From an optimization exercise on the open Yosys and OpenROAD flow, aimed at small area, a short achievable clock period and few clock cycles; shortcuts taken in it are not production practice. In this exercise RTL edits were held to simulation tests only and were not proved equivalent to the original. Power is estimated from default activity; no workload was simulated.

===== flow/config.mk =====
export PLATFORM = sky130hd
export DESIGN_NAME = rate_monotonic_task_picker
export DESIGN_NICKNAME = rate_monotonic_task_picker
export VERILOG_FILES = /design/flow/design.v
export SDC_FILE = /design/flow/constraint.sdc
export NUM_CORES = 4
export LEC_CHECK = 0
export CAP_MARGIN = 20
export CORE_MARGIN = 2
export CORE_UTILIZATION = 40
export CTS_CLUSTER_DIAMETER = 70
export CTS_CLUSTER_SIZE = 25
export PLACE_DENSITY = 0.6
export SETUP_SLACK_MARGIN = 5
export SLEW_MARGIN = 20
export TNS_END_PERCENT = 5

===== flow/constraint.sdc =====
create_clock -name core_clock -period 10.0 [get_ports {clk_i}]
set_input_delay 2.0000 -clock core_clock [delete_from_list [all_inputs] [get_ports {clk_i}]]
set_output_delay 2.0000 -clock core_clock [all_outputs]
set_load 0.01 [all_outputs]

===== flow/design.v =====
`timescale 1ns / 1ps
package rmtp_pkg;
  localparam int MaxTasksDef = 16;
  localparam int CfgDataW = 5;
  localparam int CfgIdxW  = 1;
  localparam logic [CfgIdxW-1:0] REG_TASK_COUNT = 1'd0;
  localparam logic [CfgIdxW-1:0] REG_IDLE_TASK  = 1'd1;
  localparam logic [2:0] OP_LOAD     = 3'd0;
  localparam logic [2:0] OP_TICK     = 3'd1;
  localparam logic [2:0] OP_SET      = 3'd2;
  localparam logic [2:0] OP_WAKE_REQ = 3'd3;
  localparam logic [2:0] OP_WAIT_REQ = 3'd4;
  localparam logic [1:0] ST_OTHER   = 2'd0;
  localparam logic [1:0] ST_READY   = 2'd1;
  localparam logic [1:0] ST_RUNNING = 2'd2;
  localparam logic [1:0] ST_WAIT    = 2'd3;
  typedef struct packed {
    logic [2:0]  opcode;
    logic [3:0]  task_index;
    logic [15:0] period;
    logic [15:0] deadline;
    logic [1:0]  new_state;
    logic [15:0] wait_ticks;
    logic [3:0]  current_task;
    logic [31:0] now;
  } in_item_t;
  typedef struct packed {
    logic [3:0] chosen_idx;
    logic       is_idle;
  } out_item_t;
  typedef enum logic [2:0] {
    STEP_NONE,
    STEP_CHG_RD,
    STEP_CHG_WR,
    STEP_SCAN,
    STEP_POST
  } step_e;
  typedef struct packed {
    logic  take;
    step_e step;
  } cmd_t;
  typedef struct packed {
    logic scan_done;
    logic out_free;
  } status_t;
endpackage
`timescale 1ns / 1ps
module rmtp_ctrl (
  input  logic       clk_i,
  input  logic       rst_ni,
  input  logic       in_valid_i,
  input  logic [2:0] in_opcode_i,
  output logic       in_stall_o,
  output logic       take_o,
  input  logic       out_stall_i,
  output logic       out_valid_o
);
  logic out_vld_q;
  assign in_stall_o  = out_vld_q;
  assign take_o      = in_valid_i && !out_vld_q;
  assign out_valid_o = out_vld_q;
  always_ff @(posedge clk_i or negedge rst_ni) begin
    if (!rst_ni) begin
      out_vld_q <= 1'b0;
    end else if (take_o && in_opcode_i == rmtp_pkg::OP_TICK) begin
      out_vld_q <= 1'b1;
    end else if (!out_stall_i) begin
      out_vld_q <= 1'b0;
    end
  end
endmodule
`timescale 1ns / 1ps
module rmtp_pick (
  input  logic [15:0]        rdy_i,
  input  logic [15:0][15:0]  le_i,
  output logic [15:0]        win_o
);
  always_comb begin
    for (int i = 0; i < 16; i++) begin
      win_o[i] = rdy_i[i];
      for (int j = 0; j < 16; j++) begin
        if (j < i) begin
          win_o[i] = win_o[i] && (!rdy_i[j] || !le_i[j][i]);
        end else if (j > i) begin
          win_o[i] = win_o[i] && (!rdy_i[j] || le_i[i][j]);
        end
      end
    end
  end
endmodule
module rmtp_enc (
  input  logic [15:0]         win_i,
  input  logic [3:0]          idle_i,
  output rmtp_pkg::out_item_t pick_o
);
  logic [3:0] idx;
  always_comb begin
    idx = '0;
    for (int i = 0; i < 16; i++) begin
      if (win_i[i]) begin
        idx = idx | 4'(i);
      end
    end
    pick_o.chosen_idx = (|win_i) ? idx : idle_i;
    pick_o.is_idle    = !(|win_i);
  end
endmodule
module rmtp_dpath (
  input  logic                              clk_i,
  input  logic                              rst_ni,
  input  logic                              take_i,
  input  rmtp_pkg::in_item_t                in_data_i,
  output rmtp_pkg::out_item_t               out_data_o,
  input  logic                              cfg_we_i,
  input  logic [rmtp_pkg::CfgIdxW-1:0]      cfg_idx_i,
  input  logic [rmtp_pkg::CfgDataW-1:0]     cfg_wdata_i
);
  localparam int N = 16;
  logic [31:0] r_cur_q;
  logic [15:0] p_cur_q, qt_new_q;
  logic [3:0]  cwr_idx_q;
  logic        cwr_en_q, rwr_en_q;
  logic [N-1:0][15:0] per_q, dl_q, qt_q, tmr_q;
  logic [N-1:0][31:0] rel_q;
  logic [N-1:0][1:0]  st_q;
  logic [N-1:0]       wake_q, wait_q;
  logic [N-1:0][N-1:0] le_q;
  logic [4:0]          task_count_q;
  logic [3:0]          idle_task_q;
  logic            is_load, is_tick, is_set, is_wake, is_wait;
  logic [N-1:0]    ksel, csel, act, run_ok, base;
  logic [3:0]      cur;
  logic            chg_en, refill, sum_le;
  logic [15:0]     q_cur, p_cur, q_dec;
  logic [31:0]     r_cur;
  logic [N-1:0]    p_lt, p_eq;
  logic [N-1:0]        win_wo, win_w;
  rmtp_pkg::out_item_t pick_wo, pick_w;
  assign is_load = take_i && in_data_i.opcode == rmtp_pkg::OP_LOAD;
  assign is_tick = take_i && in_data_i.opcode == rmtp_pkg::OP_TICK;
  assign is_set  = take_i && in_data_i.opcode == rmtp_pkg::OP_SET;
  assign is_wake = take_i && in_data_i.opcode == rmtp_pkg::OP_WAKE_REQ;
  assign is_wait = take_i && in_data_i.opcode == rmtp_pkg::OP_WAIT_REQ;
  assign cur     = in_data_i.current_task;
  assign chg_en  = is_tick && cur != idle_task_q;
  logic        w_cur;
  always_comb begin
    q_cur = '0;
    p_cur = '0;
    r_cur = '0;
    w_cur = 1'b0;
    for (int i = 0; i < N; i++) begin
      q_cur = q_cur | (qt_q[i] & {16{csel[i]}});
      p_cur = p_cur | (per_q[i] & {16{csel[i]}});
      r_cur = r_cur | (rel_q[i] & {32{csel[i]}});
      w_cur = w_cur | (wait_q[i] & csel[i]);
    end
  end
  assign q_dec  = q_cur - 16'd1;
  logic [15:0] d_cur, qt_d;
  logic [31:0] rel_d;
  always_comb begin
    d_cur = '0;
    for (int i = 0; i < N; i++) begin
      d_cur = d_cur | (dl_q[i] & {16{csel[i]}});
    end
  end
  assign qt_d  = cwr_en_q ? qt_new_q : in_data_i.deadline;
  assign rel_d = rwr_en_q ? r_cur_q + 32'(p_cur_q) : 32'd1;
  assign refill = (q_cur == 16'd1) || w_cur;
  logic [33:0] cs_a, cs_b, cs_c, cs_s, cs_y, cs_x;
  logic [34:0] cs_t;
  logic        r_cy;
  always_comb begin
    cs_a   = {2'b00, in_data_i.now};
    cs_b   = ~{2'b00, r_cur};
    cs_c   = ~{18'd0, p_cur};
    cs_s   = cs_a ^ cs_b ^ cs_c;
    cs_y   = {(cs_a[32:0] & cs_b[32:0]) | (cs_a[32:0] & cs_c[32:0]) | (cs_b[32:0] & cs_c[32:0]), 1'b1};
    cs_t   = {cs_s, 1'b1} + {cs_y, 1'b1};
    cs_x   = cs_t[34:1];
    r_cy   = 1'((({1'b0, r_cur} + 33'(p_cur)) >> 32));
    sum_le = r_cy ? !(cs_x[33] && !cs_x[32]) : !cs_x[33];
  end
  always_comb begin
    for (int i = 0; i < N; i++) begin
      ksel[i] = in_data_i.task_index == 4'(i);
      csel[i] = cur == 4'(i);
      act[i]  = (task_count_q[4] || task_count_q[3:0] > 4'(i)) && idle_task_q != 4'(i);
      p_lt[i] = per_q[i] < in_data_i.period;
      p_eq[i] = per_q[i] == in_data_i.period;
    end
  end
  for (genvar i = 0; i < N; i++) begin : g_ent
    logic [1:0]  st_nx;
    logic [15:0] tmr_nx;
    logic        wk_hit, tm_dec;
    always_comb begin
      wk_hit = st_q[i] == rmtp_pkg::ST_WAIT && wake_q[i];
      tm_dec = st_q[i] == rmtp_pkg::ST_WAIT && !wake_q[i] && tmr_q[i] != 16'd0;
      st_nx  = st_q[i];
      tmr_nx = tmr_q[i];
      if (wk_hit || (tm_dec && tmr_q[i] == 16'd1)) begin
        st_nx = rmtp_pkg::ST_READY;
      end
      if (tm_dec) begin
        tmr_nx = tmr_q[i] - 16'd1;
      end
    end
    assign run_ok[i] = act[i] && (st_nx == rmtp_pkg::ST_READY || st_nx == rmtp_pkg::ST_RUNNING);
    assign base[i]   = run_ok[i] && rel_q[i] <= in_data_i.now;
    always_ff @(posedge clk_i) begin
      if (is_load && ksel[i]) begin
        per_q[i] <= in_data_i.period;
        dl_q[i]  <= in_data_i.deadline;
      end
      if ((is_load && ksel[i]) || (cwr_en_q && cwr_idx_q == 4'(i))) begin
        qt_q[i] <= qt_d;
      end
      if ((is_load && ksel[i]) || (rwr_en_q && cwr_idx_q == 4'(i))) begin
        rel_q[i] <= rel_d;
      end
      if (is_set && ksel[i]) begin
        tmr_q[i] <= in_data_i.wait_ticks;
      end else if (is_tick && act[i]) begin
        tmr_q[i] <= tmr_nx;
      end
    end
    always_ff @(posedge clk_i or negedge rst_ni) begin
      if (!rst_ni) begin
        st_q[i]   <= rmtp_pkg::ST_OTHER;
        wake_q[i] <= 1'b0;
        wait_q[i] <= 1'b0;
      end else begin
        if (is_set && ksel[i]) begin
          st_q[i] <= in_data_i.new_state;
        end else if (is_tick && act[i]) begin
          st_q[i] <= st_nx;
        end
        if (is_wake && ksel[i]) begin
          wake_q[i] <= 1'b1;
        end else if (is_tick && act[i] && wk_hit) begin
          wake_q[i] <= 1'b0;
        end
        if (is_wait && ksel[i]) begin
          wait_q[i] <= 1'b1;
        end else if (chg_en && csel[i] && refill) begin
          wait_q[i] <= 1'b0;
        end
      end
    end
    for (genvar j = i + 1; j < N; j++) begin : g_ord
      always_ff @(posedge clk_i) begin
        if (is_load && ksel[i]) begin
          le_q[i][j] <= !p_lt[j];
        end else if (is_load && ksel[j]) begin
          le_q[i][j] <= p_lt[i] || p_eq[i];
        end
      end
    end
  end
  logic ok_le1, ok_le0;
  assign ok_le1 = (chg_en && refill) ? |(run_ok & csel) : |(base & csel);
  assign ok_le0 = (chg_en && refill) ? 1'b0 : |(base & csel);
  rmtp_pick u_pick_wo (
    .rdy_i  (base & ~csel),
    .le_i   (le_q),
    .win_o  (win_wo)
  );
  rmtp_pick u_pick_w (
    .rdy_i  (base | csel),
    .le_i   (le_q),
    .win_o  (win_w)
  );
  always_ff @(posedge clk_i) begin
    r_cur_q   <= r_cur;
    p_cur_q   <= p_cur;
    qt_new_q  <= refill ? d_cur : q_dec;
    cwr_idx_q <= cur;
  end
  always_ff @(posedge clk_i or negedge rst_ni) begin
    if (!rst_ni) begin
      cwr_en_q <= 1'b0;
      rwr_en_q <= 1'b0;
    end else begin
      cwr_en_q <= chg_en;
      rwr_en_q <= chg_en && refill;
    end
  end
  logic [N-1:0]        win_w_q, win_wo_q;
  logic                ok_le1_q, ok_le0_q, sum_le_q;
  always_ff @(posedge clk_i) begin
    if (is_tick) begin
      win_w_q   <= win_w;
      win_wo_q  <= win_wo;
      ok_le1_q  <= ok_le1;
      ok_le0_q  <= ok_le0;
      sum_le_q  <= sum_le;
    end
  end
  always_ff @(posedge clk_i or negedge rst_ni) begin
    if (!rst_ni) begin
      task_count_q <= '0;
      idle_task_q  <= '0;
    end else if (cfg_we_i) begin
      if (cfg_idx_i == rmtp_pkg::REG_TASK_COUNT) begin
        task_count_q <= cfg_wdata_i;
      end else begin
        idle_task_q <= cfg_wdata_i[3:0];
      end
    end
  end
  rmtp_enc u_enc_w (
    .win_i  (win_w_q),
    .idle_i (idle_task_q),
    .pick_o (pick_w)
  );
  rmtp_enc u_enc_wo (
    .win_i  (win_wo_q),
    .idle_i (idle_task_q),
    .pick_o (pick_wo)
  );
  assign out_data_o = (sum_le_q ? ok_le1_q : ok_le0_q) ? pick_w : pick_wo;
endmodule
`timescale 1ns / 1ps
module rate_monotonic_task_picker #(
  parameter int MAX_TASKS = rmtp_pkg::MaxTasksDef
) (
  input  logic                          clk_i,
  input  logic                          rst_ni,
  input  logic                          in_valid_i,
  output logic                          in_stall_o,
  input  logic [92:0]                   in_data_i,
  output logic                          out_valid_o,
  input  logic                          out_stall_i,
  output logic [4:0]                    out_data_o,
  input  logic                          cfg_we_i,
  input  logic [0:0]                    cfg_idx_i,
  input  logic [4:0]                    cfg_wdata_i
);
  rmtp_pkg::in_item_t  in_item;
  rmtp_pkg::out_item_t out_item;
  logic                take;
  assign in_item    = rmtp_pkg::in_item_t'(in_data_i);
  assign out_data_o = out_item;
  rmtp_ctrl u_ctrl (
    .clk_i       (clk_i),
    .rst_ni      (rst_ni),
    .in_valid_i  (in_valid_i),
    .in_opcode_i (in_item.opcode),
    .in_stall_o  (in_stall_o),
    .take_o      (take),
    .out_stall_i (out_stall_i),
    .out_valid_o (out_valid_o)
  );
  rmtp_dpath u_dpath (
    .clk_i       (clk_i),
    .rst_ni      (rst_ni),
    .take_i      (take),
    .in_data_i   (in_item),
    .out_data_o  (out_item),
    .cfg_we_i    (cfg_we_i),
    .cfg_idx_i   (cfg_idx_i),
    .cfg_wdata_i (cfg_wdata_i)
  );
endmodule

===== flow/flow/run.sh =====
#!/bin/bash
# The standard layout (standard.sh), with two changes to how it is made:
# timing repair may resize a cell to one of another footprint, and the port
# buffers are buf_4 cells.
set -euo pipefail
bash standard.sh MATCH_CELL_FOOTPRINT=0 "BUFFER_PORTS_ARGS=-buffer_cell sky130_fd_sc_hd__buf_4" finish > standard.log 2>&1

===== flow/standard.sh =====
#!/bin/bash
# synth_recipe.tcl (not shown) runs the flow's synth.tcl, then flattens the netlist and writes it again
# the make line also repeats each setting of config.mk as NAME=value (left out here)
make -C /OpenROAD-flow-scripts/flow DESIGN_CONFIG=/design/flow/config.mk WORK_HOME=/design/flow/orfs CLKGATE_MAP_FILE= SYNTH_SCRIPT=/design/flow/synth_recipe.tcl "${@:-finish}"

==> results.toml, run 1 <==
[timing]
slew-limit-headroom_pct = 13.12
finalSetupViolCount = 0
fin_skew_ns = 0.06658
max_slew.worst_pin.slew_ns = 1.297
max_freq_ghz = 0.1794
worst_slack_ns = 4.426
fin_setup_tns_ns = 0
final-max-slew-violation-count = 0
fin_crit_sh_pct = 55.74
finalHoldViolCount = 0
rsz0062_at_grt = "true"
period_minus_slack_ns = 5.574

[grt]
grt_pass1_wl_um = 613300
grt_start_max_net_pins = 73
antenna_found_initial = 43
grt_pass1_vias = 74310
grt-ovfl-total = 0
track_usage_pct = 35.29

[drt]
firstDrtPassIters = 9
routed.top_layer = "met5"
via_per_inst = 6.753
wl_met1_um = 175000
wl_met3_um = 57470
route.detailed.drc = 0
drtIter0Drc = 13780
vias = 80280
drt_wl_total_um = 451700
route.antenna.remaining_nets = 0
wl_met2_um = 188500
post_drt_wl_per_cell_um = 38.00

[critical_path]
critPathArrivalTime_ns = 6.29
reg2reg_to = "u_dpath.rel_q[86]"
critical_path.slowest_cell = "a2111oi_0"
worst_path_most_repeated_cell = "a21o_1"
critPathKind = "in -> reg"
crit_fanout = 17
timing.reg2reg.setup_slack_ns = 4.75
path_buf_inv = 3
cp_slowest_stage_delay_ns = 0.95
path_depth = 14
setup.worst_path.start = "in_data_i[79]"
cp-start-kind = "input pin"
rr_worst_depth = 13
r2r_start = "u_dpath.p_cur_q[0]"
cp-end-kind = "register"
cp_top_family = "compound AO/OA/AOI/OAI gates"
path_cells = "buf_4 -> inv_1 -> ha_1 -> a21o_1 -> a21o_1 -> a21o_1 -> a21o_1 -> a21o_1 -> a2111oi_0 -> o31ai_1 -> o21ai_0 -> o21ai_0 -> buf_4 -> o21ai_0"
critical_path_required_ns = 10.72

[hold_path]
hold_class = "reg -> reg"
hp-start = "u_dpath.wake_q[15]"
worstHoldEndpoint = "u_dpath.wake_q[15]"
hold_path_depth = 2

[placement]
place_inst = 11380
numPortBuffers = 110
gp_congestion = 1.055
dp_hpwl_um = 309400
dpl_worst_slack_ns = 2.093

[floorplanning]
die-area_um2 = 247600
rows = 181
initial_core_util_pct = 40.13
core-area_um2 = 242800
ios = 111
die_y_um = 497.6
fp.dieW_um = 497.6

[clock_network]
h-tree-depth = 4
clockBufferDepth = 3
clk_pin_slew_ns = 0.08
ctsHoldBuffers = 0
root_buffer = "clkbuf_16"
clkSinkCount = 1835
clk-insertion-delay-late_ns = 0.89
cts_tree = "built"
cts_buffers = 137

[synthesis]
synth_edf_count = 1691
ys.warnings.count = 4
synthArstFlopShare_pct = 4.142
synthCells = 8168
synth-seq-cells = 1835
synthesis.nets = 9161
synth_cell_types = 93
ys_seq_area_share_pct = 55.46
synth.avg_cell_area_um2 = 11.93
syn_area_um2 = 97440
synth_ff_type = "edfxtp_1"

[finish]
nets = 9550
fin_util_pct = 46.72
syn_to_final_growth_pct = 16.41
layout_commonest_cell = "edfxtp_1"
drive_above_1_share_pct = 15.36
multi_input_area_um2 = 43470
instances_no_fill = 11890
regArea_um2 = 54040
final_cell_mix = "1,691 x edfxtp_1, 874 x ha_1, 720 x nand2_1"
fillers = 21650

[power_and_ir_drop]
combPwrFrac_pct = 13.1
peakVddDrop_mv = 0.1381
p_seq_share_pct = 49.9
leakagePower_nw = 40.51
internal_power_mw = 12.21
power.total_mw = 17.07
p_sw_mw = 4.857
p_clk_share_pct = 37.0
p_per_area_nw_per_um2 = 150.5
switching_share_pct = 28.46

[flow_run]
maxCapViolations = 0

[status]
outcome = "complete, no violations"
[worst register-to-register path: cells and delay by family, from the launching register on]
kind	cells	cell delay (ns)
AOI/OAI and AO/OA	7	2.40
xor gates and xnor gates	1	0.11
adders and majority gates	2	0.72
buffers and inverters	1	0.32
DFF	1	0.32
and+or+nand+nor	2	0.97
[power by group through the flow]
stage          sequential [mW]  combinational, mW  clock, mW
4_1_cts                   8.50               2.08       6.36
3_5_place_dp              8.68               1.89          0
5_1_grt                   8.51               2.31       6.62
6_report                  8.51               2.24       6.32
3_3_place_gp              8.67               1.88          0
2_1_floorplan             8.63               1.04          0
[sequential cells by signal, indices dropped and copies added, names as in the netlist, 4 cells and up]
signal	count
u_dpath.win_wo_q	16
u_dpath.wake_q	16
u_dpath.dl_q	256
u_dpath.wait_q	16
u_dpath.tmr_q	256
u_dpath.st_q	32
u_dpath.rel_q	512
u_dpath.win_w_q	16
u_dpath.qt_q	256
u_dpath.p_cur_q	16
u_dpath.idle_task_q	4
u_dpath.cwr_idx_q	4
u_dpath.qt_new_q	16
u_dpath.task_count_q	5
u_dpath.per_q	256
u_dpath.r_cur_q	32
u_dpath.le_q	120
[how the worst max path moves through the flow]
stage / to
after floorplan: u_dpath.sum_le_q
after CTS: out_data_o[2]
after detailed placement: u_dpath.win_w_q[8]
final: u_dpath.le_q[23]
after global routing: u_dpath.sum_le_q
after global placement: u_dpath.win_w_q[8]
[per-stage QoR]
stage,hold WS (ns),instance area (um2)
after floorplan,0.4487,98090
after global placement,0.4879,103800
after detailed placement,0.5041,103800
after CTS,0.5212,112200
after global routing,0.5380,113400
final,0.5235,113400
[synth_stat cells, types with 102 or more instances]
library cell | instances | share of area [%]
xnor2_1 | 190 | 1.7
clkbuf_1 | 280 | 1.1
a22oi_1 | 321 | 2.5
nand3_1 | 196 | 1.0
a21o_1 | 139 | 1.1
edfxtp_1 | 1691 | 52
nor3_1 | 143 | 0.73
nand4_1 | 189 | 1.2
a21oi_1 | 279 | 1.4
o21ai_0 | 691 | 3.5
a22o_1 | 102 | 0.92
nor2_1 | 347 | 1.3
inv_1 | 256 | 0.99
ha_1 | 882 | 11
a221oi_1 | 115 | 1.0
nand2_1 | 733 | 2.8
nor4_1 | 139 | 0.89
[layer usage]
| layer | up-vias | GRT usage (%) |
|---|---|---|
| li1 | 32920 | - |
| met1 | 40040 | 47.05 |
| met2 | 5985 | 50.90 |
| met3 | 1312 | 10.74 |
| met4 | 24 | 19.87 |
| met5 | - | 0 |
[kinds of logic (layout without fill, tap and decap cells)]
kind of cell    after synthesis  count (layout)  share of synthesized area, %
simple gates               2156            2161                         10.92
xor+xnor                    255             255                         2.292
buf+inv                     616            1109                         2.457
flops                      1835            1835                         55.46
mux                         124             124                         1.466
other cells                   0              20                             0
fa+ha+maj                   892             892                         11.50
compound gates             2290            2290                         15.90
[final cells by class]
class | instances | share of cell area, %
sequential | 1835 | 47.64
antenna | 20 | 0.04412
multi-input combinational | 5722 | 38.32
clock buffer | 158 | 3.286
tap | 3202 | 3.532
clock inverter | 90 | 1.098
inverter | 256 | 0.9266
timing repair buffer | 605 | 5.147
[repair_timing]
| action | CTS | global route |
|---|---|---|
| setup buffers | 168 | 43 |
| setup endpoints to repair | 176 | 191 |
| pin swaps | 76 | 57 |
| cloned | 24 | 2 |
| gates resized for setup | 342 | 148 |
Testbench counts, summed over its fixed seeds: cycles 8,596.
==> inputs of run 2 (changes only) <==
--- a/flow/config.mk
+++ b/flow/config.mk
@@ -6,11 +6,13 @@
 export NUM_CORES = 4
 export LEC_CHECK = 0
 export CAP_MARGIN = 20
+export CELL_PAD_IN_SITES_DETAIL_PLACEMENT = 1
+export CELL_PAD_IN_SITES_GLOBAL_PLACEMENT = 1
 export CORE_MARGIN = 2
-export CORE_UTILIZATION = 40
+export CORE_UTILIZATION = 45
 export CTS_CLUSTER_DIAMETER = 70
 export CTS_CLUSTER_SIZE = 25
-export PLACE_DENSITY = 0.6
+export PLACE_DENSITY = 0.62
 export SETUP_SLACK_MARGIN = 5
 export SLEW_MARGIN = 20
-export TNS_END_PERCENT = 5
+export TNS_END_PERCENT = 20
==> results.toml, run 2 <==
[synthesis]
synthSimpleGateAreaFrac_pct = 10.92
synthTopCellsByCount = "1,691 x edfxtp_1, 882 x ha_1, 733 x nand2_1, 691 x o21ai_0, 347 x nor2_1"
synth_cell_types = 93
synthTopCellsByArea = "edfxtp_1 52%, ha_1 11%, o21ai_0 3.5%, nand2_1 2.8%, a22oi_1 2.5%"
synthArstFlopShare_pct = 4.142
synth-seq-cells = 1835
synthesis.nets = 9161
yosys.area.top_type = "edfxtp_1"
synth_compound_area_share_pct = 15.90
ys_seq_area_share_pct = 55.46
syn_area_um2 = 97440
synth_top_family_by_area = "compound AO/OA/AOI/OAI gates"
synth_edf_count = 1691
synth_xor_area_share_pct = 2.292
yosysMostFrequentCell = "edfxtp_1"
synth_ff_type = "edfxtp_1"
synthAdderAreaFrac_pct = 11.50
synthMuxAreaShare_pct = 1.466
synth_top_area_share_pct = 52.11
synthCells = 8168
synth.avg_cell_area_um2 = 11.93
ys.warnings.count = 4

[hold_path]
hold_path_depth = 2
hp-start = "u_dpath.wait_q[2]"
hold_class = "reg -> reg"
worstHoldEndpoint = "u_dpath.wait_q[2]"

[finish]
largest_reg_flops = 512
final_cell_mix = "1,691 x edfxtp_1, 874 x ha_1, 717 x nand2_1"
nets = 9610
regMostFlops = "u_dpath.rel_q"
drive_above_1_share_pct = 16.25
layout_commonest_cell = "edfxtp_1"
fillers = 21940
syn_to_final_growth_pct = 16.43

[floorplanning]
die-area_um2 = 220300
initial_core_util_pct = 45.35
rows = 170
die_y_um = 469.3
ios = 111
core-area_um2 = 214800
fp.dieW_um = 469.3

[critical_path]
cp-start-kind = "input pin"
rr_worst_depth = 12
reg2reg_to = "u_dpath.rel_q[346]"
timing.reg2reg.setup_slack_ns = 4.88
crit_fanout = 24
critPathKind = "in -> reg"
r2r_start = "u_dpath.p_cur_q[0]"
cp-end-kind = "register"
critPathArrivalTime_ns = 6.38
critical_path_required_ns = 10.63

[timing]
fin_crit_sh_pct = 57.53
max_freq_ghz = 0.1738
rsz0062_at_grt = "true"
finalHoldViolCount = 0
period_minus_slack_ns = 5.753
fin_skew_ns = 0.06591
fin_setup_tns_ns = 0
finalSetupViolCount = 0
final-max-slew-violation-count = 0
timing.hold.ws_ns = 0.5088
slew-limit-headroom_pct = 17.18
max_slew.worst_pin.slew_ns = 1.235

[grt]
grt_pass1_wl_um = 646000
antenna_found_initial = 32
grt-ovfl-total = 0
grt_pass1_vias = 79640
grt_start_max_net_pins = 62
track_usage_pct = 41.74

[status]
outcome = "complete, no violations"

[power_and_ir_drop]
p_per_area_nw_per_um2 = 150.8
peakVddDrop_mv = 0.1949
power.total_mw = 17.11
leakagePower_nw = 40.78

[clock_network]
h-tree-depth = 4
clockBufferDepth = 3
clk-insertion-delay-late_ns = 0.88
cts_buffers = 145
cts_tree = "built"
root_buffer = "clkbuf_16"
clk_pin_slew_ns = 0.09
ctsHoldBuffers = 0
clkSinkCount = 1835

[drt]
drt_wl_total_um = 471200
via_per_inst = 7.009
route.antenna.remaining_nets = 0
vias = 81190
post_drt_wl_per_cell_um = 40.68
route.detailed.drc = 0
firstDrtPassIters = 7
drtIter0Drc = 12120

[placement]
numPortBuffers = 110
gp_congestion = 1.048
dp_hpwl_um = 322400

[flow_run]
maxCapViolations = 0
run 2: cell counts after synthesis:
No cell type changed its count.
run 2: what timing repair did:
item / 4_1_cts / 5_1_grt
resized for setup: 477 / 36
buffers inserted: 235 / 7
setup endpoints to repair: 252 / 287
pin swaps: 122 / 16
gates cloned: 27 / 0
run 2: critical path: stages:
cell and delay (ns):
buf_16 0.14, buf_16 0.16, nand2_8 0.17, nor2_4 0.09
buf_4 0.35, a222oi_1 0.50, o21ai_0 0.20, or4_4 0.50
ha_1 0.32, inv_1 0.05, ha_1 0.32, nand4_1 0.21
nor4_2 0.11, o21ai_1 0.11, nand2_1 0.11, o41ai_4 0.49
o2111ai_2 0.19, maj3_2 0.32
run 2: kinds of logic after synthesis:
| group | count (synthesis) |
|---|---|
| simple gates | 2156 |
| compound gates | 2290 |
| mux | 124 |
| flops | 1835 |
| buf+inv | 616 |
| xor+xnor | 255 |
| fa+ha+maj | 892 |
run 2: worst max path at each step:
stage          slack, ns                 end          start  depth (start not counted)
6_report            4.25    u_dpath.sum_le_q  in_data_i[32]                         18
5_1_grt             4.30    u_dpath.sum_le_q  in_data_i[34]                         21
4_1_cts             4.34    u_dpath.sum_le_q  in_data_i[34]                         17
3_5_place_dp        1.69    u_dpath.sum_le_q  in_data_i[33]                         16
3_3_place_gp        0.73  u_dpath.win_w_q[9]  in_data_i[31]                         14
2_1_floorplan       4.03    u_dpath.sum_le_q  in_data_i[35]                         21
run 2: stage by stage:
stage	cell area, um2	instances	setup WS, ns	utilization [%]
floorplan	98100	8168	4.033	-
global placement	103400	11030	0.7257	48.11
detailed placement	103500	11040	1.693	48.20
CTS	113100	11570	4.339	52.66
global route	113400	11580	4.297	52.80
finish	113400	11580	4.247	52.81
run 2: final cells by class:
cell class | count | area [um2] | area share, %
sequential | 1835 | 54040 | 47.64
clock inverter | 100 | 1012 | 0.8922
antenna | 9 | 22.52 | 0.01985
tap | 2838 | 3551 | 3.130
inverter | 256 | 1077 | 0.9496
multi-input combinational | 5720 | 43540 | 38.38
timing repair buffer | 659 | 6284 | 5.539
clock buffer | 166 | 3919 | 3.454
run 2: report_power, final:
group	switching, mW	internal [mW]	total [mW]	leakage, nW
sequential	0.0903	8.42	8.51	16.6
combinational	1.51	0.768	2.28	21.7
clock	3.28	3.04	6.32	2.39
total	4.88	12.2	17.1	40.8
run 2: metal layers:
| layer | global-route usage [%] | part of all wire [%] | up-vias | routed length [um] |
|---|---|---|---|---|
| met1 | 54.94 | 39 | 41600 | 183400 |
| met3 | 11.09 | 11 | 1321 | 52320 |
| met2 | 62.08 | 43 | 5276 | 201600 |
| li1 | - | - | 32970 | - |
| met5 | 0 | 0.031 | - | 147 |
| met4 | 24.26 | 7.2 | 26 | 33710 |
==> inputs of run 3 (changes only) <==
--- a/flow/config.mk
+++ b/flow/config.mk
@@ -10,9 +10,9 @@
 export CELL_PAD_IN_SITES_GLOBAL_PLACEMENT = 1
 export CORE_MARGIN = 2
 export CORE_UTILIZATION = 45
-export CTS_CLUSTER_DIAMETER = 70
-export CTS_CLUSTER_SIZE = 25
+export CTS_CLUSTER_DIAMETER = 60
+export CTS_CLUSTER_SIZE = 20
 export PLACE_DENSITY = 0.62
-export SETUP_SLACK_MARGIN = 5
+export SETUP_SLACK_MARGIN = 4.5
 export SLEW_MARGIN = 20
-export TNS_END_PERCENT = 20
+export TNS_END_PERCENT = 10
==> results.toml, run 3 <==
[clock_network]
ctsHoldBuffers = 0
clk-insertion-delay-late_ns = 0.87
clkSinkCount = 1835
cts_tree = "built"
h-tree-depth = 4
clockBufferDepth = 3
clk_pin_slew_ns = 0.08
root_buffer = "clkbuf_16"
cts_buffers = 174

[critical_path]
worst_path_most_repeated_cell = "ha_1"
critPathArrivalTime_ns = 6.66
critical_path.slowest_cell = "ha_1"
cp-end-kind = "register"
path_cells = "clkbuf_16 -> clkinvlp_4 -> buf_4 -> nor2_1 -> a22oi_2 -> o221ai_1 -> a211oi_1 -> o21ai_0 -> ha_1 -> inv_1 -> ha_1 -> nand4_1 -> nor2_2 -> nand3_1 -> a311o_1 -> o2111ai_2 -> maj3_2"
cp-start-kind = "input pin"
crit_fanout = 16
r2r_start = "u_dpath.idle_task_q[2]"
path_buf_inv = 4
cp_slowest_stage_delay_ns = 0.44
setup.worst_path.start = "in_data_i[34]"
critical_path_required_ns = 10.74
cp_top_family = "compound AO/OA/AOI/OAI gates"
critPathKind = "in -> reg"

[hold_path]
hp-start = "u_dpath.wake_q[6]"
hold_class = "reg -> reg"

[synthesis]
synth_xor_area_share_pct = 2.292
synthArstFlopShare_pct = 4.142
ys.warnings.count = 4
synthSimpleGateAreaFrac_pct = 10.92
synthTopCellsByCount = "1,691 x edfxtp_1, 882 x ha_1, 733 x nand2_1, 691 x o21ai_0, 347 x nor2_1"
synth_cell_types = 93
synth_top_family_by_area = "compound AO/OA/AOI/OAI gates"
ys_seq_area_share_pct = 55.46
synthMuxAreaShare_pct = 1.466
synth.avg_cell_area_um2 = 11.93
synthCells = 8168
synthAdderAreaFrac_pct = 11.50
yosysMostFrequentCell = "edfxtp_1"
yosys.area.top_type = "edfxtp_1"
synthesis.nets = 9161
synthTopCellsByArea = "edfxtp_1 52%, ha_1 11%, o21ai_0 3.5%, nand2_1 2.8%, a22oi_1 2.5%"
synth-seq-cells = 1835
synth_top_area_share_pct = 52.11
synth_ff_type = "edfxtp_1"
synth_compound_area_share_pct = 15.90
syn_area_um2 = 97440
synth_edf_count = 1691

[floorplanning]
die_y_um = 469.3
initial_core_util_pct = 45.35
core-area_um2 = 214800
ios = 111
rows = 170
fp.dieW_um = 469.3
die-area_um2 = 220300

[grt]
grt_pass1_wl_um = 637400
grt_start_max_net_pins = 64
track_usage_pct = 41.09
met3_usage_pct = 10.36
antenna_found_initial = 34
grt.met1_usage_pct = 54.17
grt_pass1_vias = 79040
busiest_layer = "met2"
grt_util_met2_pct = 61.59
grt-ovfl-total = 0

[finish]
largest_reg_flops = 512
finalInstanceArea_um2 = 112500
regMostFlops = "u_dpath.rel_q"
regArea_um2 = 54040
nets = 9508
final_cell_mix = "1,691 x edfxtp_1, 880 x ha_1, 725 x nand2_1"
drive_above_1_share_pct = 14.13
layout_commonest_cell = "edfxtp_1"
fillers = 21810
multi_input_area_um2 = 42720
syn_to_final_growth_pct = 15.48

[status]
outcome = "complete, no violations"

[power_and_ir_drop]
p_sw_mw = 5.026
peakVddDrop_mv = 0.1746
p_per_area_nw_per_um2 = 159.1
combPwrFrac_pct = 12.1
p_seq_share_pct = 47.5
internal_power_mw = 12.88
leakagePower_nw = 40.46
p_clk_share_pct = 40.4
switching_share_pct = 28.08

[timing]
finalHoldViolCount = 0
max_slew.worst_pin.slew_ns = 1.305
fin_crit_sh_pct = 59.20
fin_skew_ns = 0.03968
fin_setup_tns_ns = 0
max_freq_ghz = 0.1689
rsz0062_at_grt = "true"
finalSetupViolCount = 0
final-max-slew-violation-count = 0
slew-limit-headroom_pct = 12.79
period_minus_slack_ns = 5.920

[placement]
place_area_um2 = 103500
numPortBuffers = 110
gp_congestion = 1.031
dp_hpwl_um = 320100

[drt]
route.antenna.remaining_nets = 0
vias = 80040
post_drt_wl_per_cell_um = 40.19
drt_wl_total_um = 463300
via_per_inst = 6.944
drtIter0Drc = 11260
firstDrtPassIters = 9
route.detailed.drc = 0

[flow_run]
maxCapViolations = 0
==> run 3: path summary, 6_finish.rpt <==
path,endpoint,slack [ns],cells after the start
min,u_dpath.wake_q[6],0.53,2
min in group asynchronous,u_dpath.wake_q[14],1.01,1
max in group asynchronous,u_ctrl.out_vld_q,7.72,2
max,u_dpath.sum_le_q,4.08,17
min reg2reg,u_dpath.wake_q[6],0.53,2
max reg2reg,u_dpath.win_wo_q[10],4.63,9
==> run 3: routing by layer <==
layer,up-vias,share of wire [%]
li1,32810,-
met1,41050,39
met2,4932,43
met3,1226,11
met4,20,6.8
met5,-,0.076
==> run 3: power groups by stage <==
stage,Clock (mW),Combinational (mW),Sequential [mW]
floorplan,0,1.04,8.63
global placement,0,1.89,8.67
detailed placement,0,1.93,8.67
CTS,7.27,2.07,8.50
global route,7.52,2.26,8.51
finish,7.22,2.17,8.51
==> run 3: what timing repair did <==
item	in CTS	in global routing
buffers inserted	92	26
gates cloned	24	0
setup endpoints to repair	73	40
pin swaps	44	19
resized for setup	210	61
==> run 3: worst register-to-register path, stage by stage (launching register included) <==
cell       delay [ns]
dfrtp_1          0.90
nor2b_1          0.29
a21oi_1          0.61
o221ai_1         0.62
a2111oi_0        0.89
a21oi_1          0.38
or2_2            0.56
a221o_1          0.41
a2111oi_2        0.34
and4_1           0.25
==> run 3: area by class of cell <==
type,count,share of cell area (%)
Clock buffer,197,4.031
Clock inverter,129,1.368
Timing Repair Buffer,529,4.489
Inverter,256,0.9107
Multi-Input combinational cell,5719,37.97
Tap cell,2838,3.156
Antenna cell,23,0.05115
Sequential cell,1835,48.03
==> run 3: logic make-up after synthesis <==
| kind of cell | after synthesis |
|---|---|
| AOI/OAI and AO/OA | 2290 |
| and+or+nand+nor | 2156 |
| DFF | 1835 |
| adders and majority gates | 892 |
| buffers and inverters | 616 |
| xor gates and xnor gates | 255 |
| muxes | 124 |
==> run 3: through the flow <==
step           hold WS [ns]  worst slack, ns  power [mW]  utilization, %  instances
4_1_cts              0.5135            4.221       17.84           52.10      11480
5_1_grt              0.5504            4.113       18.30           52.35      11510
3_3_place_gp         0.4739            1.450       10.56           48.14      11030
6_report             0.5250            4.080       17.90           52.38      11530
3_5_place_dp         0.4919            1.396       10.60           48.18      11040
2_1_floorplan        0.4487            4.033       9.665               -       8168
==> inputs of run 4 (changes only) <==
--- a/flow/config.mk
+++ b/flow/config.mk
@@ -6,12 +6,10 @@
 export NUM_CORES = 4
 export LEC_CHECK = 0
 export CAP_MARGIN = 20
-export CELL_PAD_IN_SITES_DETAIL_PLACEMENT = 1
-export CELL_PAD_IN_SITES_GLOBAL_PLACEMENT = 1
 export CORE_MARGIN = 2
 export CORE_UTILIZATION = 45
-export CTS_CLUSTER_DIAMETER = 60
-export CTS_CLUSTER_SIZE = 20
+export CTS_CLUSTER_DIAMETER = 80
+export CTS_CLUSTER_SIZE = 30
 export PLACE_DENSITY = 0.62
 export SETUP_SLACK_MARGIN = 4.5
 export SLEW_MARGIN = 20
==> results.toml, run 4 <==
[clock_network]
root_buffer = "clkbuf_16"
h-tree-depth = 3
clkSinkCount = 1835
clockBufferDepth = 3
clk_pin_slew_ns = 0.10
ctsHoldBuffers = 0
clk-insertion-delay-late_ns = 0.86
cts_buffers = 117
cts_tree = "built"

[finish]
drive_above_1_share_pct = 13.35
syn_to_final_growth_pct = 13.95
final_cell_mix = "1,691 x edfxtp_1, 878 x ha_1, 727 x nand2_1"
regMostFlops = "u_dpath.rel_q"
instances_no_fill = 11430
nets = 9462
largest_reg_flops = 512
layout_commonest_cell = "edfxtp_1"
fin_util_pct = 51.68

[hold_path]
hold_class = "reg -> reg"
hp-start = "u_dpath.wait_q[6]"
worstHoldEndpoint = "u_dpath.wait_q[6]"
hold_path_depth = 2

[timing]
finalSetupViolCount = 0
fin_crit_sh_pct = 58.26
max_freq_ghz = 0.1716
final-max-slew-violation-count = 0
max_slew.worst_pin.slew_ns = 1.225
fin_skew_ns = 0.05748
period_minus_slack_ns = 5.826
rsz0062_at_grt = "true"
finalHoldViolCount = 0
fin_setup_tns_ns = 0
slew-limit-headroom_pct = 17.84

[floorplanning]
fp.dieW_um = 469.3
die_y_um = 469.3
die-area_um2 = 220300
rows = 170
ios = 111
initial_core_util_pct = 45.35
core-area_um2 = 214800

[placement]
numPortBuffers = 110
gp_congestion = 1.083
place_inst = 11010
dp_hpwl_um = 295700

[synthesis]
ys.warnings.count = 4
synth_edf_count = 1691
synth_cell_types = 93
synthesis.nets = 9161
synthArstFlopShare_pct = 4.142
ys_seq_area_share_pct = 55.46
synth-seq-cells = 1835
synthCells = 8168
synth_top_area_share_pct = 52.11
syn_area_um2 = 97440
yosys.area.top_type = "edfxtp_1"
yosysMostFrequentCell = "edfxtp_1"
synth_ff_type = "edfxtp_1"
synthTopCellsByArea = "edfxtp_1 52%, ha_1 11%, o21ai_0 3.5%, nand2_1 2.8%, a22oi_1 2.5%"
synthTopCellsByCount = "1,691 x edfxtp_1, 882 x ha_1, 733 x nand2_1, 691 x o21ai_0, 347 x nor2_1"
synth.avg_cell_area_um2 = 11.93

[flow_run]
maxCapViolations = 0

[status]
outcome = "complete, no violations"

[critical_path]
rr_worst_depth = 11
cp-start-kind = "input pin"
timing.reg2reg.setup_slack_ns = 4.82
critPathArrivalTime_ns = 6.43
cp-end-kind = "register"
critical_path_required_ns = 10.60
crit_fanout = 15
r2r_start = "u_dpath.p_cur_q[1]"
reg2reg_to = "u_dpath.rel_q[55]"
critPathKind = "in -> reg"

[power_and_ir_drop]
p_sw_mw = 4.867
peakVddDrop_mv = 0.1643
leakagePower_nw = 39.72
switching_share_pct = 29.50
internal_power_mw = 11.63
p_clk_share_pct = 35.4
p_per_area_nw_per_um2 = 148.6
p_seq_share_pct = 51.5
combPwrFrac_pct = 13.0

[drt]
drtIter0Drc = 13970
vias = 79490
route.antenna.remaining_nets = 0
drt_wl_total_um = 435900
route.detailed.drc = 0
post_drt_wl_per_cell_um = 38.15
firstDrtPassIters = 12
via_per_inst = 6.957

[grt]
antenna_found_initial = 38
grt_pass1_wl_um = 589400
grt_start_max_net_pins = 58
grt-ovfl-total = 0
grt_pass1_vias = 73390
track_usage_pct = 37.88
## run 4: cell counts after synthesis
Identical to the previous run, type by type.
## run 4: power groups by stage
stage | Combinational [mW] | Clock [mW] | Sequential [mW]
floorplan | 1.04 | 0 | 8.63
global placement | 1.85 | 0 | 8.67
detailed placement | 1.87 | 0 | 8.67
CTS | 1.99 | 5.86 | 8.50
global route | 2.23 | 6.15 | 8.51
finish | 2.15 | 5.85 | 8.50
## run 4: layout make-up
| type | instances | area (um2) |
|---|---|---|
| Fill cell | 18480 | 103800 |
| Clock inverter | 100 | 1534 |
| Tap cell | 2838 | 3551 |
| Inverter | 256 | 1027 |
| Timing Repair Buffer | 539 | 5160 |
| Sequential cell | 1835 | 54040 |
| Multi-Input combinational cell | 5720 | 42680 |
| Clock buffer | 124 | 2997 |
| Antenna cell | 14 | 35.03 |
## run 4: metrics by stage
stage / cell area [um2] / setup WS (ns) / power, mW / hold slack [ns]
2_1_floorplan: 98090 / 4.033 / 9.665 / 0.4487
3_3_place_gp: 103200 / 1.859 / 10.52 / 0.4959
3_5_place_dp: 103300 / 1.837 / 10.54 / 0.5076
4_1_cts: 109800 / 4.332 / 16.34 / 0.5288
5_1_grt: 111000 / 4.246 / 16.88 / 0.5421
6_report: 111000 / 4.174 / 16.50 / 0.5319
## run 4: kinds of logic after synthesis
family | Yosys count | synth area share [%]
compound gates | 2290 | 15.90
xor+xnor | 255 | 2.292
fa+ha+maj | 892 | 11.50
buf+inv | 616 | 2.457
flops | 1835 | 55.46
mux | 124 | 1.466
simple gates | 2156 | 10.92
## run 4: how the worst max path moves through the flow
stage | endpoint | start | depth (start not counted)
after floorplan | u_dpath.sum_le_q | in_data_i[35] | 21
after global placement | u_dpath.sum_le_q | in_data_i[35] | 19
after detailed placement | u_dpath.sum_le_q | in_data_i[35] | 19
after CTS | u_dpath.sum_le_q | in_data_i[33] | 19
after global routing | u_dpath.sum_le_q | in_data_i[33] | 18
final | u_dpath.sum_le_q | in_data_i[34] | 15
## run 4: critical path, cell delays in order
cell and delay, ns:
buf_16 0.17, clkinvlp_4 0.33, nand2_1 0.70, o21ai_0 0.31
a2111oi_2 0.41, o21ai_2 0.17, ha_1 0.30, inv_1 0.04
ha_1 0.30, a21o_1 0.16, a21oi_1 0.19, nor2_1 0.10
o41ai_4 0.62, o2111ai_1 0.21, maj3_2 0.34
## run 4: timing repair
| item | CTS | global route |
|---|---|---|
| gates cloned | 18 | 11 |
| endpoints found under the setup margin | 73 | 42 |
| pin swaps | 24 | 33 |
| resized for setup | 204 | 98 |
| setup buffers | 92 | 57 |
## run 4: routing by layer
metal,routed length (um),GRT usage [%],up-vias
li1,-,-,32690
met1,162700,50.10,39200
met2,181000,54.86,6168
met3,59040,11.06,1406
met4,32740,22.84,32
met5,407,0.6273,-
==> inputs of run 5 (changes only) <==
==> flow/run.sh (new file) <==
#!/bin/bash
# synth_recipe.tcl (not shown) runs the flow's synth.tcl, then flattens the netlist and writes it again
# the make line also repeats each setting of config.mk as NAME=value (left out here)
make -C /OpenROAD-flow-scripts/flow DESIGN_CONFIG=/design/flow/config.mk WORK_HOME=/design/flow/orfs CLKGATE_MAP_FILE= SYNTH_SCRIPT=/design/flow/synth_recipe.tcl finish
removed: flow/flow/run.sh
removed: flow/standard.sh
==> results.toml, run 5 <==
[timing]
max_freq_ghz = 0.1661
slew-limit-headroom_pct = 12.49
max_slew.worst_pin.slew_ns = 1.303
fin_setup_tns_ns = 0
fin_skew_ns = 0.07125
fin_crit_sh_pct = 60.22
finalSetupViolCount = 0
rsz0062_at_grt = "true"
period_minus_slack_ns = 6.022
worst_slack_ns = 3.978
final-max-slew-violation-count = 0
finalHoldViolCount = 0

[drt]
via_per_inst = 6.957
post_drt_wl_per_cell_um = 38.24
drtIter0Drc = 12950
firstDrtPassIters = 10
route.antenna.remaining_nets = 0
drt_wl_total_um = 440800
route.detailed.drc = 0
vias = 80200

[synthesis]
synthTopCellsByArea = "edfxtp_1 52%, ha_1 11%, o21ai_0 3.5%, nand2_1 2.8%, a22oi_1 2.5%"
synthesis.nets = 9161
synth_cell_types = 93
synthArstFlopShare_pct = 4.142
synthTopCellsByCount = "1,691 x edfxtp_1, 882 x ha_1, 733 x nand2_1, 691 x o21ai_0, 347 x nor2_1"
syn_area_um2 = 97440
synth_ff_type = "edfxtp_1"
synth_xor_area_share_pct = 2.292
synthSimpleGateAreaFrac_pct = 10.92
synthMuxAreaShare_pct = 1.466
ys.warnings.count = 4
synthAdderAreaFrac_pct = 11.50
synth_compound_area_share_pct = 15.90
synth-seq-cells = 1835
yosysMostFrequentCell = "edfxtp_1"
synth_edf_count = 1691
synthCells = 8168
synth_top_area_share_pct = 52.11
ys_seq_area_share_pct = 55.46
yosys.area.top_type = "edfxtp_1"
synth.avg_cell_area_um2 = 11.93
synth_top_family_by_area = "compound AO/OA/AOI/OAI gates"

[critical_path]
critPathKind = "in -> reg"
cp-end-kind = "register"
crit_fanout = 19
cp-start-kind = "input pin"
setup.worst_path.start = "in_data_i[35]"
critical_path_required_ns = 10.62
r2r_start = "u_dpath.p_cur_q[0]"
critPathArrivalTime_ns = 6.64

[clock_network]
h-tree-depth = 3
cts_tree = "built"
clk-insertion-delay-late_ns = 0.87
cts_buffers = 117
ctsHoldBuffers = 0
root_buffer = "clkbuf_16"
clk_pin_slew_ns = 0.12
clkSinkCount = 1835
clockBufferDepth = 3

[finish]
layout_commonest_cell = "edfxtp_1"
nets = 9551
syn_to_final_growth_pct = 15.34
largest_reg_flops = 512
instances_no_fill = 11530
drive_above_1_share_pct = 13.72
final_cell_mix = "1,691 x edfxtp_1, 881 x ha_1, 721 x nand2_1"
fillers = 18420
regMostFlops = "u_dpath.rel_q"

[floorplanning]
rows = 170
initial_core_util_pct = 45.35
die-area_um2 = 220300
fp.dieW_um = 469.3
die_y_um = 469.3
ios = 111
core-area_um2 = 214800

[hold_path]
hp-start = "u_dpath.wait_q[10]"
hold_class = "reg -> reg"

[power_and_ir_drop]
leakagePower_nw = 40.31
peakVddDrop_mv = 0.1940
p_per_area_nw_per_um2 = 147.6

[flow_run]
maxCapViolations = 0

[placement]
dp_hpwl_um = 295400
numPortBuffers = 110
place_inst = 11030
dpl_worst_slack_ns = 1.219
gp_congestion = 1.072

[grt]
grt-ovfl-total = 0
track_usage_pct = 38.72
antenna_found_initial = 55
grt_start_max_net_pins = 57
grt_pass1_vias = 74650
grt_pass1_wl_um = 600700

[status]
outcome = "complete, no violations"
-- run 5: cell counts after synthesis --
No cell type changed its count.
-- run 5: path summary, 6_finish.rpt --
check                                     end  slack [ns]  cells after the start
max                          u_dpath.sum_le_q        3.98                     17
min                        u_dpath.wait_q[10]        0.52                      2
max reg2reg                u_dpath.rel_q[276]        4.72                     12
min reg2reg                u_dpath.wait_q[10]        0.52                      2
max in group asynchronous    u_dpath.st_q[11]        7.77                      2
min in group asynchronous   u_dpath.wake_q[0]        1.04                      1
-- run 5: routing by layer --
metal	share of wire (%)	vias up	track usage (%)
li1	-	32900	-
met1	38	39860	51.66
met2	42	6070	56.14
met3	13	1333	11.74
met4	6.7	42	21.48
met5	0.085	-	0.1730
-- run 5: cell families (layout without fill, tap and decap cells) --
group,count (synthesis),after routing
buffers and inverters,616,1104
multiplexers,124,124
AND/OR/NAND/NOR,2156,2162
AO/OA/AOI/OAI,2290,2290
other,0,27
XOR/XNOR,255,255
flip-flops,1835,1835
adder cells (fa/ha/maj),892,892
-- run 5: per-stage QoR --
| step | hold slack, ns | area, um2 | util (%) | total power [mW] |
|---|---|---|---|---|
| floorplan | 0.4487 | 98120 | - | 9.665 |
| CTS | 0.5196 | 111500 | 51.92 | 16.47 |
| global placement | 0.4918 | 103600 | 48.22 | 10.57 |
| global route | 0.5393 | 112300 | 52.28 | 16.93 |
| finish | 0.5221 | 112400 | 52.31 | 16.59 |
| detailed placement | 0.4979 | 103700 | 48.25 | 10.59 |
-- run 5: cell type report --
cell class	instances	area [um2]	area share [%]
timing repair buffer	625	6221	5.535
antenna	27	67.56	0.06012
multi-input combinational	5723	42940	38.21
clock buffer	123	2950	2.625
sequential	1835	54040	48.09
clock inverter	100	1521	1.354
inverter	256	1089	0.9686
tap	2838	3551	3.160
-- run 5: worst max-delay path, stage by stage --
cell and delay [ns]:
buf_12 0.19, buf_16 0.19, nor2b_4 0.55, nand2_1 0.55
o21ai_0 0.39, a221oi_1 0.09, nand4_1 0.33, ha_1 0.31
inv_1 0.06, ha_1 0.24, nand4_1 0.20, nor4_4 0.10
o21ai_2 0.10, nand2_1 0.12, o41ai_4 0.58, o2111ai_2 0.20
maj3_2 0.37
-- run 5: power breakdown --
| part | leakage, nW | internal, mW | switching (mW) |
|---|---|---|---|
| Clock | 2.13 | 2.45 | 3.39 |
| Combinational | 21.5 | 0.754 | 1.49 |
| Sequential | 16.6 | 8.42 | 0.0803 |
-- run 5: repair_timing --
action,in CTS,in global routing
pin swaps,66,15
buffers inserted,173,51
gates resized for setup,313,64
cloned,23,2
setup endpoints to repair,190,158

afterwards: timing with drivers on the ports:
No port has a modelled driver above. Below, the same layouts with a new extraction and two added sets of constraints.
Step 1: set_driving_cell puts a clkbuf_16 on clk_i and a buf_2 on each other input, an assumption about the parent block.
Step 2 adds t to the input delays and takes it off the output delays; t is the mean of the earliest and latest rising clock arrival at the registers after step 1. Input paths then give back, and output paths get back, about the clock's delay inside the block.
a / b / c = no drivers / after step 1 / after step 2; a / b = the first two.
run	shift t [ns]	setup WS [ns]	worst slew at a driven data input, ns	pins driven straight from the clock port
run 1	0.954	4.426 / 4.165 / 3.212	0.47	1
run 2	0.931	4.247 / 4.035 / 3.104	0.46	1
run 3	0.945	4.080 / 3.828 / 2.884	0.42	1
run 4	0.930	4.174 / 3.940 / 3.009	0.36	1
run 5	0.929	3.978 / 3.842 / 2.913	0.29	1
After both steps setup and hold are still met in every run listed. The setup slack of run 1, which loses most, moves by -0.261 ns with the drivers and by -1.214 ns with both steps.
